What follows belongs to an exercise in optimizing a design on an open flow for a short achievable clock period and few clock cycles; a production flow would make more cautious choices.
Only simulation tests tie the RTL to the original design; equivalence was not proved.
No activity file was given, so power comes from the tool's default toggle rates.

Design pyr_core, start of the top module:
module pyr_core (
	input  logic   clk,
	input  logic   rst,
	input  logic   run,
	output pyr_pkg::pc_t    imem_addr,
	input  pyr_pkg::instr_t imem_dout,
	input  logic   imem_rdy,
	output logic   halt,
	input  pyr_pkg::rsel_t  dbg_sel,
	output pyr_pkg::word_t  dbg_dout
);
For scale: roughly 2500 cells after synthesis, roughly 340 flip-flops, about 60 I/O pins, about 0.021 mm² of cells after synthesis.
export LEC_CHECK = 0
export ABC_CLOCK_PERIOD_IN_PS = 3500
export CAP_MARGIN = 20
export CORE_MARGIN = 2
export CORE_UTILIZATION = 40
export SETUP_SLACK_MARGIN = 3
export SLEW_MARGIN = 20
create_clock -name core_clock -period 8.0 [get_ports {clk}]
run.sh (not shown) runs the stock make flow with config.mk's settings and CLKGATE_MAP_FILE= SYNTH_SCRIPT=/design/flow/synth_recipe.tcl, a recipe that flattens the netlist after the stock synthesis.
Testbench counts at the start, summed over its fixed seeds: cycles 18,586.
==> next run, changes <==
Settings changed: SETUP_SLACK_MARGIN 3 to 4.
The changed run went through all stages and came out clean.
Total power is lower by 0.39%.
Die area is unchanged.
Wire length hardly moves.
Core utilization is higher by 1.8 points.

========
Setup of job 7413:
Another version of the RTL of pyr_core (not shown whole).
For scale: roughly 2,700 cells after synthesis, ~60 I/O pins.
==> flow/design.v (excerpt) <==
module pyr_core (
	input  logic   clk,
	input  logic   rst,
	input  logic   run,
	output pyr_pkg::pc_t    imem_addr,
	input  pyr_pkg::instr_t imem_dout,
	input  logic   imem_rdy,
	output logic   halt,
	input  pyr_pkg::rsel_t  dbg_sel,
	output pyr_pkg::word_t  dbg_dout
);
==> flow/config.mk <==
export PLATFORM = sky130hd
export DESIGN_NAME = pyr_core
export DESIGN_NICKNAME = pyr_core
export VERILOG_FILES = /design/flow/design.v
export SDC_FILE = /design/flow/constraint.sdc
export NUM_CORES = 4
export LEC_CHECK = 0
export CAP_MARGIN = 20
export CORE_MARGIN = 2
export CORE_UTILIZATION = 40
export SETUP_SLACK_MARGIN = 5
export SLEW_MARGIN = 20
==> flow/constraint.sdc <==
create_clock -name core_clock -period 8.0 [get_ports {clk}]
set_input_delay 1.6000 -clock core_clock [delete_from_list [all_inputs] [get_ports {clk}]]
set_output_delay 1.6000 -clock core_clock [all_outputs]
set_load 0.01 [all_outputs]
The flow did not stop early for job 7413: all stages ran, and the layout cleared the timing, DRC and antenna checks.
Testbench counts of job 7413, summed over its fixed seeds: cycles 18,586.
Changes in job 3911 relative to job 7413:
Settings: changing CORE_UTILIZATION from 40 to 50; setting ABC_CLOCK_PERIOD_IN_PS to 3500 for the first time; setting PLACE_DENSITY to 0.7 for the first time; changing SETUP_SLACK_MARGIN from 5 to 4.
Notes after the runs:
Job 3911 | status: complete | timing, DRC, antenna: pass. Changes observed in job 3911 relative to job 7413: clock share of power picked up an extra 1.4 points, cell area lost 19%, xor/xnor cell area share of the yosys netlist neither gained nor lost much, wire length lost 19 mm. Comparing job 7413 and job 3911, the lower fmax was measured on job 7413. NOTE: number of fill cells in job 3911 falls short of that of job 7413. Number of non-clock buffers: job 3911 < job 7413. From job 7413 to job 3911 the numbers moved as follows: sequential share of layout area now larger; share of the core filled with cells now larger.
### job 3911 -> job 9177
Settings: PLACE_DENSITY removed (was 0.7); CORE_UTILIZATION changed from 50 to 40; SETUP_SLACK_MARGIN changed from 4 to 3.4.
[summary]
Job 3911 and job 9177 ended up with nearly the same hold violation count in the final report.
[job 9177 vs job 3911] global-route usage: lower in job 9177
The routability congestion estimate from global placement on job 3911 is in line with that on job 9177.

========
pyr_core again, from the RTL that the note above started with.
Design pyr_core, start of the top module:
module pyr_core (
	input  logic   clk,
	input  logic   rst,
	input  logic   run,
	output pyr_pkg::pc_t    imem_addr,
	input  pyr_pkg::instr_t imem_dout,
	input  logic   imem_rdy,
	output logic   halt,
	input  pyr_pkg::rsel_t  dbg_sel,
	output pyr_pkg::word_t  dbg_dout
);
clock: 8.0 ns
lec_check: 0
abc_clock_period_in_ps: 3500
cap_margin: 20
core_margin: 2
core_utilization: 40
setup_slack_margin: 4
slew_margin: 20
standard.sh (not shown) runs the stock make flow with config.mk's settings and CLKGATE_MAP_FILE= SYNTH_SCRIPT=/design/flow/synth_recipe.tcl, a recipe that flattens the netlist after the stock synthesis.
==> flow/flow/run.sh <==
#!/bin/bash
# standard layout, logged
cp standard.sh synth_recipe.tcl config.mk constraint.sdc flow/ 2>/dev/null
bash standard.sh > standard.log 2>&1
==> flow/flow/synth_recipe.tcl <==
proc synth {args} { yosys synth -nofsm -noshare {*}$args }
source $::env(SCRIPTS_DIR)/synth.tcl
# left out here: clear keep_hierarchy, flatten, clean up, hide names made inside functions, write 1_2_yosys.v
==> flow/flow/config.mk <==
export PLATFORM = sky130hd
export DESIGN_NAME = pyr_core
export DESIGN_NICKNAME = bench
export VERILOG_FILES = /design/flow/design.v
export SDC_FILE = /design/flow/constraint.sdc
export NUM_CORES = 4
export LEC_CHECK = 0
export ABC_CLOCK_PERIOD_IN_PS = 3500
export CAP_MARGIN = 20
export CORE_MARGIN = 2
export CORE_UTILIZATION = 40
export SETUP_SLACK_MARGIN = 4
export SLEW_MARGIN = 20
==> flow/flow/constraint.sdc <==
create_clock -name core_clock -period 8.0 [get_ports {clk}]
set_input_delay 1.6000 -clock core_clock [delete_from_list [all_inputs] [get_ports {clk}]]
set_output_delay 1.6000 -clock core_clock [all_outputs]
set_load 0.01 [all_outputs]
==> flow/flow/standard.sh <==
#!/bin/bash
# The standard flow's own layout of this design, on the ORFS make targets given (by default finish). After
# finish it leaves the final layout's DEF at /design/flow/out/final.def.
set -euo pipefail
make -C /OpenROAD-flow-scripts/flow DESIGN_CONFIG=/design/flow/config.mk WORK_HOME=/design/flow/orfs CLKGATE_MAP_FILE= SYNTH_SCRIPT=/design/flow/synth_recipe.tcl ABC_CLOCK_PERIOD_IN_PS=3500 CAP_MARGIN=20 CORE_MARGIN=2 CORE_UTILIZATION=40 SETUP_SLACK_MARGIN=4 SLEW_MARGIN=20 "${@:-finish}"
if [[ -f /design/flow/orfs/results/sky130hd/pyr_core/base/6_final.odb ]]; then
  : # left out here: write the final layout as DEF
fi
The first run passed the timing, DRC and antenna checks.
Testbench counts at the start, summed over its fixed seeds: cycles 18,586.
Rerun with:
==> flow/run.sh (new file) <==
#!/bin/bash
# synth_recipe.tcl (not shown) runs the flow's synth.tcl, then flattens the netlist and writes it again
# the make line also repeats each setting of config.mk as NAME=value (left out here)
make -C /OpenROAD-flow-scripts/flow DESIGN_CONFIG=/design/flow/config.mk WORK_HOME=/design/flow/orfs CLKGATE_MAP_FILE= SYNTH_SCRIPT=/design/flow/synth_recipe.tcl finish
removed: flow/flow/run.sh
removed: flow/flow/synth_recipe.tcl
removed: flow/flow/config.mk
removed: flow/flow/constraint.sdc
removed: flow/flow/standard.sh
removed: flow/standard.sh
Effect:
- The changed run completed with no timing, DRC or antenna violations
- total power is unchanged
- routed wire length is unchanged
- via count stays the same
- clock power hardly moves
- sequential cell count does not change
- count of clock-buffer cells in the layout is unchanged

-- port drivers added, routing unchanged --
No port has a modelled driver above. Below, the same layouts with a new extraction and two added sets of constraints.
Step 1 sets driving cells, clkbuf_16 on the clock port and buf_2 on the other inputs (assumed; they add their load-dependent delay and slew).
Step 2 moves the port delays by t, midway between the first and last clock arrival at a register: inputs arrive t later, outputs are due t later. That takes back most of the time a late clock gives input paths.
a / b / c = no drivers / after step 1 / after step 2; a / b = the first two.
| run | t, ns | setup slack, ns | worst hold slack (ns) | clock arrival spread, ns | worst slew at a driven data input, ns |
|---|---|---|---|---|---|
| the first run of note 1 | 0.650 | 2.464 / 2.404 / 2.805 | 0.498 / 0.498 / 0.498 | 0.040 / 0.040 | 0.12 |
| the second run of note 1 | 0.641 | 2.504 / 2.447 / 3.087 | 0.456 / 0.456 / 0.456 | 0.027 / 0.027 | 0.10 |
| job 7413 | 0.655 | 3.234 / 3.170 / 3.170 | 0.500 / 0.500 / 0.500 | 0.036 / 0.036 | 0.32 |
| job 3911 | 0.656 | 3.278 / 3.224 / 3.030 | 0.499 / 0.499 / 0.499 | 0.041 / 0.042 | 0.13 |
| job 9177 | 0.660 | 3.303 / 3.242 / 2.713 | 0.495 / 0.495 / 0.495 | 0.064 / 0.064 | 0.10 |
| the first run of note 3 | 0.640 | 3.312 / 3.242 / 3.242 | 0.496 / 0.496 / 0.496 | 0.044 / 0.044 | 0.07 |
| the second run of note 3 | 0.640 | 3.312 / 3.242 / 3.242 | 0.496 / 0.496 / 0.496 | 0.044 / 0.044 | 0.07 |
After both steps setup and hold are still met in every run listed. For job 9177, which loses most, drivers alone change the setup slack by -0.061 ns; drivers and shift together by -0.590 ns.
